Source: an optimization exercise on an open RTL-to-GDS flow (aim: small area, a short achievable clock period and few clock cycles per item). Production flows keep margins and buffers that such runs may drop.
Only simulation tests tie the RTL to the original design; equivalence was not proved.
No activity file was given, so power comes from the tool's default toggle rates.

Setup of xenon:
==> flow/design.v <==
`timescale 1ns / 1ps
`default_nettype none
package glu_pkg;
  localparam int unsigned DataW = 64;
  localparam int unsigned WorkW = DataW + 1;
  localparam int unsigned CntW  = 7;
  localparam int unsigned InDataW  = 2 * DataW;
  localparam int unsigned OutDataW = DataW;
  localparam logic OpGcd = 1'b0;
  localparam logic OpLcm = 1'b1;
  localparam int unsigned NumSt = 10;
  localparam int unsigned SIdle = 0;
  localparam int unsigned SSa   = 1;   
  localparam int unsigned SGcd  = 2;   
  localparam int unsigned SGfin = 3;   
  localparam int unsigned SRld  = 4;   
  localparam int unsigned SDiv  = 5;   
  localparam int unsigned SMul  = 6;   
  localparam int unsigned SFill = 7;   
  localparam int unsigned SZero = 8;   
  localparam int unsigned SOut  = 9;
endpackage : glu_pkg
`default_nettype wire
`timescale 1ns / 1ps
`default_nettype none
import glu_pkg::*;
module gcd_lcm_unit_core (
  input  wire logic                clk_i,
  input  wire logic                rst_ni,
  input  wire logic                s_axis_tvalid,
  output      logic                s_axis_tready,
  input  wire logic [glu_pkg::InDataW-1:0]  s_axis_tdata,   
  input  wire logic                s_axis_tuser,   
  output      logic                m_axis_tvalid,
  input  wire logic                m_axis_tready,
  output      logic [glu_pkg::OutDataW-1:0] m_axis_tdata,   
  output      logic                m_axis_tuser    
);
  logic [NumSt-1:0]  st_q, st_d;
  logic [NumSt-1:0]  sd_q;          
  logic [WorkW-1:0]  u_q, u_d;      
  logic [WorkW-1:0]  v_q, v_d;      
  logic [CntW-1:0]   k_q, k_d;      
  logic [CntW-1:0]   c_q, c_d;      
  logic              sb_q, sb_d;    
  logic              mf_q, mf_d;    
  logic              za_q, za_d;    
  logic              zb_q, zb_d;    
  logic              ovf_q, ovf_d;
  logic              lcm_q, lcm_d;  
  logic              sw_q, sw_d;    
  logic [DataW-1:0]  op_a, op_b;
  assign op_a   = s_axis_tdata[DataW-1:0];
  assign op_b   = s_axis_tdata[InDataW-1:DataW];
  logic              a_u, a_v2;               
  logic              b_v, b_a, b_b;           
  logic              inv, cin;
  logic [WorkW-1:0]  add_a, add_b, s;
  logic              sh0;           
  logic              divmode;       
  logic              qbit;
  logic [1:0]        j;
  logic [2:0]        fill;
  logic [WorkW+2:0]  sh_ext;
  logic [WorkW-1:0]  sh;
  logic              u_zero, r_zero;
  logic [WorkW-1:0]  rmask;
  logic              mbit, mul_ovf, mul_last;
  logic [CntW-1:0]   c_dec;
  logic              start;
  assign add_a = ({WorkW{a_u}} & u_q) | ({WorkW{a_v2}} & {v_q[WorkW-2:0], 1'b0});
  assign add_b = ({WorkW{b_v}} & v_q)
               | ({WorkW{b_a}} & {op_a[DataW-1], op_a})
               | ({WorkW{b_b}} & {op_b[DataW-1], op_b});
  assign s = add_a + (add_b ^ {WorkW{inv}}) + {{(WorkW-1){1'b0}}, cin};
  function automatic logic [1:0] tz3(input logic [2:0] x);
    if (x[0])      tz3 = 2'd0;
    else if (x[1]) tz3 = 2'd1;
    else if (x[2]) tz3 = 2'd2;
    else           tz3 = 2'd3;
  endfunction
  logic [2:0] v_mag3, d3;
  assign v_mag3 = v_q[WorkW-1] ? (3'd0 - v_q[2:0]) : v_q[2:0];
  assign d3     = u_q[2:0] - v_mag3;
  always_comb begin
    j = 2'd0;
    if (sd_q[SIdle] || sd_q[SOut]) j = tz3(op_a[2:0]);
    if (sd_q[SRld])  j = sw_q ? tz3(op_b[2:0]) : tz3(op_a[2:0]);
    if (sd_q[SSa])  j = u_q[0] ? tz3(op_b[2:0]) : tz3(u_q[2:0]);
    if (sd_q[SGcd]) j = !u_q[0] ? tz3(u_q[2:0]) : !v_q[0] ? tz3(v_q[2:0]) : tz3(d3);
    if (sd_q[SDiv]) j = u_q[0] ? tz3(d3) : tz3(u_q[2:0]);
  end
  assign fill   = divmode ? {2'b00, qbit} : {3{s[WorkW-1]}};
  assign sh_ext = {fill, s} >> j;
  assign sh     = sh_ext[WorkW-1:0];
  assign rmask  = {WorkW{1'b1}} >> c_q;
  assign r_zero = ((u_q & rmask) == '0);
  function automatic logic [CntW-2:0] hipair(input logic [WorkW:0] x);
    hipair = '0;
    for (int i = 0; i < (WorkW + 1) / 2; i++) begin
      if (x[2*i] | x[2*i+1]) hipair = (CntW-1)'(i);
    end
  endfunction
  logic [CntW-2:0]   hp_a, hp_b, hp_u;
  logic              nz_a, nz_b, gcd_ovf;
  logic              go_q, go_d;
  assign hp_a    = hipair({2'b00, op_a ^ {DataW{op_a[DataW-1]}}});
  assign hp_b    = hipair({2'b00, op_b ^ {DataW{op_b[DataW-1]}}});
  assign hp_u    = hipair({1'b0, u_q});
  assign nz_a    = ((op_a ^ {DataW{op_a[DataW-1]}}) != '0);
  assign nz_b    = ((op_b ^ {DataW{op_b[DataW-1]}}) != '0);
  logic [CntW:0]     lab_q, lab_d;
  assign lab_d   = (nz_a && nz_b) ? ({1'b0, hp_a, 1'b0} + {1'b0, hp_b, 1'b0}) : '0;
  assign gcd_ovf = lab_q >= ({1'b0, hp_u, 1'b0} + {1'b0, k_q} + 8'd66);
  assign u_zero = (u_q == '0);
  assign mbit     = u_q[WorkW-1];
  assign mul_ovf  = (v_q[DataW-1] & !mf_q) | s[WorkW-1];
  assign c_dec    = c_q - CntW'(1);
  assign mul_last = (c_dec == k_q);
  assign m_axis_tvalid = st_q[SOut];
  assign m_axis_tdata  = v_q[DataW-1:0];
  assign m_axis_tuser  = ovf_q;
  assign start = s_axis_tvalid && (sd_q[SIdle] || (sd_q[SOut] && m_axis_tready));
  always_comb begin
    st_d    = sd_q;
    u_d     = u_q;
    v_d     = v_q;
    k_d     = k_q;
    c_d     = c_q;
    sb_d    = sb_q;
    mf_d    = mf_q;
    za_d    = za_q;
    zb_d    = zb_q;
    ovf_d   = ovf_q;
    lcm_d   = lcm_q;
    sw_d    = sw_q;
    a_u     = 1'b0;
    a_v2    = 1'b0;
    b_v     = 1'b0;
    b_a     = 1'b0;
    b_b     = 1'b0;
    inv     = 1'b0;
    cin     = 1'b0;
    sh0     = 1'b0;
    divmode = 1'b0;
    qbit    = 1'b0;
    s_axis_tready = 1'b0;
    if (sd_q[SIdle] || sd_q[SOut]) begin
      b_a = 1'b1;
      inv = op_a[DataW-1];
      cin = op_a[DataW-1];
    end
    if (sd_q[SRld]) begin
      b_a = !sw_q;
      b_b = sw_q;
      inv = sw_q ? op_b[DataW-1] : op_a[DataW-1];
      cin = sw_q ? op_b[DataW-1] : op_a[DataW-1];
    end
    if (sd_q[SSa]) begin
      a_u = !u_q[0];
      b_b = u_q[0];
    end
    if (sd_q[SGcd]) begin
      a_u = !u_q[0] | v_q[0];
      b_v = u_q[0];
      inv = u_q[0] & v_q[0] & !v_q[WorkW-1];
      cin = u_q[0] & v_q[0] & !v_q[WorkW-1];
    end
    if (sd_q[SDiv]) begin
      a_u = 1'b1;
      b_v = u_q[0];
      inv = u_q[0] & !v_q[WorkW-1];
      cin = u_q[0] & !v_q[WorkW-1];
    end
    if (sd_q[SGfin]) begin
      sh0  = 1'b1;
      b_v  = v_q[WorkW-1];
      a_v2 = !v_q[WorkW-1];
      inv  = v_q[WorkW-1];
      cin  = v_q[WorkW-1];
    end
    if (sd_q[SFill]) begin
      sh0 = 1'b1;
      inv = 1'b1;
    end
    if (sd_q[SMul]) begin
      sh0  = 1'b1;
      a_v2 = !mf_q;
      b_b  = mbit & !sw_q;
      b_a  = mbit & sw_q;
      inv  = mbit & (sw_q ? op_a[DataW-1] : op_b[DataW-1]);
      cin  = mbit & (sw_q ? op_a[DataW-1] : op_b[DataW-1]);
    end
    if (sd_q[SZero]) begin
      sh0 = 1'b1;
      if (lcm_q == OpGcd) begin
        b_a = !za_q;
        b_b = za_q;
        inv = za_q ? op_b[DataW-1] : op_a[DataW-1];
        cin = inv;
      end
    end
    if (sd_q[SRld] || sd_q[SDiv]) begin
      divmode = 1'b1;
      qbit    = u_q[0] & sd_q[SDiv];
    end
    if (sd_q[SIdle] || sd_q[SOut]) begin
      if (sd_q[SIdle] || m_axis_tready) begin
        st_d = '0;
        st_d[SIdle] = 1'b1;
      end
      if (start) begin
        u_d   = sh;
        k_d   = CntW'(j);
        za_d  = (op_a == '0);
        zb_d  = (op_b == '0);
        ovf_d = 1'b0;
        lcm_d = s_axis_tuser;
        sw_d  = (hp_b < hp_a);
        st_d  = '0;
        st_d[SSa] = 1'b1;
      end
    end
    if (sd_q[SSa]) begin
      if (za_q || zb_q) begin
        st_d = '0;
        st_d[SZero] = 1'b1;
      end else if (!u_q[0]) begin
        u_d = sh;
        k_d = k_q + CntW'(j);
      end else begin
        v_d  = sh;
        c_d  = CntW'(j);
        sb_d = 1'b1;
        st_d = '0;
        st_d[SGcd] = 1'b1;
      end
    end
    if (sd_q[SZero]) begin
      v_d           = sh;
      s_axis_tready = 1'b1;
      st_d          = '0;
      st_d[SOut]    = 1'b1;
    end
    if (sd_q[SGcd]) begin
      if (u_zero) begin
        st_d = '0;
        if (lcm_q == OpLcm) begin
          st_d[SRld] = 1'b1;
        end else if (!v_q[WorkW-1] && k_q == '0) begin
          s_axis_tready = 1'b1;
          st_d[SOut]    = 1'b1;
        end else begin
          st_d[SGfin] = 1'b1;
        end
      end else if (!u_q[0]) begin
        u_d = sh;
      end else if (!v_q[0]) begin
        v_d = sh;
        if (sb_q) c_d = c_q + CntW'(j);
      end else begin
        if (s[WorkW-1]) v_d = sh;
        else            u_d = sh;
        if (sb_q) begin
          sb_d = 1'b0;
          if (c_q < k_q) k_d = c_q;
        end
      end
    end
    go_d = sd_q[SGcd] && !u_zero && lcm_q == OpLcm && gcd_ovf;
    if (sd_q[SGcd] && go_q) begin
      st_d = '0;
      st_d[SFill] = 1'b1;
    end
    if (sd_q[SGfin]) begin
      v_d = sh;
      if (!v_q[WorkW-1]) k_d = k_q - CntW'(1);
      if (v_q[WorkW-1] ? (k_q == '0) : (k_q == CntW'(1))) begin
        s_axis_tready = 1'b1;
        st_d          = '0;
        st_d[SOut]    = 1'b1;
      end
    end
    if (sd_q[SRld]) begin
      u_d  = sh;
      c_d  = CntW'(j);
      st_d = '0;
      st_d[SDiv] = 1'b1;
    end
    if (sd_q[SDiv]) begin
      if (r_zero) begin
        mf_d = 1'b1;
        st_d = '0;
        st_d[SMul] = 1'b1;
      end else begin
        u_d = sh;
        c_d = c_q + CntW'(j);
      end
    end
    if (sd_q[SMul]) begin
      v_d   = sh | {WorkW{mul_ovf}};
      ovf_d = mul_ovf;
      u_d   = {u_q[WorkW-2:0], 1'b0};
      c_d   = c_dec;
      mf_d  = 1'b0;
      if (mul_last) begin
        s_axis_tready = 1'b1;
        st_d          = '0;
        st_d[SOut]    = 1'b1;
      end else if (mul_ovf) begin
        st_d = '0;
        st_d[SFill] = 1'b1;
      end
    end
    if (sd_q[SFill]) begin
      v_d           = sh;
      ovf_d         = 1'b1;
      s_axis_tready = 1'b1;
      st_d          = '0;
      st_d[SOut]    = 1'b1;
    end
  end
  always_ff @(posedge clk_i or negedge rst_ni) begin
    if (!rst_ni) begin
      st_q <= NumSt'(1) << SIdle;
    end else begin
      st_q <= st_d;
    end
  end
  always_ff @(posedge clk_i) begin
    if (!rst_ni) sd_q <= NumSt'(1) << SIdle;
    else         sd_q <= st_d;
  end
  always_ff @(posedge clk_i) begin
    u_q   <= u_d;
    v_q   <= v_d;
    k_q   <= k_d;
    c_q   <= c_d;
    sb_q  <= sb_d;
    mf_q  <= mf_d;
    za_q  <= za_d;
    zb_q  <= zb_d;
    ovf_q <= ovf_d;
    lcm_q <= lcm_d;
    if (start) lab_q <= lab_d;
    sw_q  <= sw_d;
    go_q  <= go_d;
  end
endmodule
`default_nettype wire
clock: 6.0 ns
lec_check: 0
cap_margin: 20
core_margin: 2
core_utilization: 40
slew_margin: 20
run.sh (not shown) runs the stock make flow with config.mk's settings and CLKGATE_MAP_FILE= SYNTH_SCRIPT=/design/flow/synth_recipe.tcl, a recipe that flattens the netlist after the stock synthesis.
Testbench counts of xenon, summed over its fixed seeds: cycles 24,370, items 960.
For maple, these inputs were changed with respect to xenon:
diff --git a/flow/design.v b/flow/design.v
--- a/flow/design.v
+++ b/flow/design.v
@@ -106,15 +106,14 @@
   logic              go_q, go_d;
   assign hp_a    = hipair({2'b00, op_a ^ {DataW{op_a[DataW-1]}}});
   assign hp_b    = hipair({2'b00, op_b ^ {DataW{op_b[DataW-1]}}});
   assign hp_u    = hipair({1'b0, u_q});
   assign nz_a    = ((op_a ^ {DataW{op_a[DataW-1]}}) != '0);
   assign nz_b    = ((op_b ^ {DataW{op_b[DataW-1]}}) != '0);
-  logic [CntW:0]     lab_q, lab_d;
-  assign lab_d   = (nz_a && nz_b) ? ({1'b0, hp_a, 1'b0} + {1'b0, hp_b, 1'b0}) : '0;
-  assign gcd_ovf = lab_q >= ({1'b0, hp_u, 1'b0} + {1'b0, k_q} + 8'd66);
+  assign gcd_ovf = nz_a && nz_b &&
+                   ({hp_a, 1'b0} + {hp_b, 1'b0}) >= ({1'b0, hp_u, 1'b0} + {1'b0, k_q} + 8'd66);
   assign u_zero = (u_q == '0);
   assign mbit     = u_q[WorkW-1];
   assign mul_ovf  = (v_q[DataW-1] & !mf_q) | s[WorkW-1];
   assign c_dec    = c_q - CntW'(1);
   assign mul_last = (c_dec == k_q);
   assign m_axis_tvalid = st_q[SOut];
@@ -339,12 +338,11 @@
     sb_q  <= sb_d;
     mf_q  <= mf_d;
     za_q  <= za_d;
     zb_q  <= zb_d;
     ovf_q <= ovf_d;
     lcm_q <= lcm_d;
-    if (start) lab_q <= lab_d;
     sw_q  <= sw_d;
     go_q  <= go_d;
   end
 endmodule
 `default_nettype wire
Notes after the runs:
The run showing the smaller sequential power is maple.
Netlist area before placement shrinks slightly when moving from xenon to maple.
Post-place instance area, maple and xenon: higher on maple
Measured against each other, maple and xenon differ in synthesized-area fraction occupied by ao, oa, aoi and oai cells, the higher figure coming from maple.
Relative to xenon, minimum clock period has decreased by 0.056 ns in maple.
| internal power summed over all cells | maple vs xenon | about 2.5% higher |
maple against xenon: total stage count of the critical path dropped 5, core occupancy in the finished layout has increased.
Average cell area after synthesis, maple vs xenon: down slightly
[diff] cell area, maple relative to xenon: regression
The post-synthesis async set-or-reset flop share was comparable across maple and xenon.
Cell with the biggest individual delay on the critical path = sky130_fd_sc_hd__fa_2: xenon; cell with the biggest individual delay on the critical path = sky130_fd_sc_hd__or4_4: maple
Changes observed in maple relative to xenon: met1 wire length now larger, transition time at the pin with the least slew margin now larger.
Routed via count: maple > xenon
Testbench counts of maple, summed over its fixed seeds: cycles 24,370, items 960.

static timing again, ports no longer ideal:
The results above use ideal ports. As a check the final layouts listed here were re-extracted and re-timed, cells and wires unchanged. Step 1, drivers: a clkbuf_16 drives clk_i and a buf_2 each remaining input, both assumed. Step 2 also shifts input and output timing later by t, the mid clock arrival at the registers, as if the neighbouring blocks saw the same clock. a / b / c = ideal / step 1 / step 2; a / b = the first two.
run	t, ns	slack for setup (ns)	clock arrival spread, ns
xenon	0.516	0.067 / 0.080 / -0.436	0.012 / 0.012
maple	0.502	0.123 / 0.164 / -0.338	0.013 / 0.013
With both steps, setup timing fails in xenon and maple, where it was met with ideal ports. For xenon, which loses most, drivers alone change the setup slack by +0.013 ns; drivers and shift together by -0.503 ns.
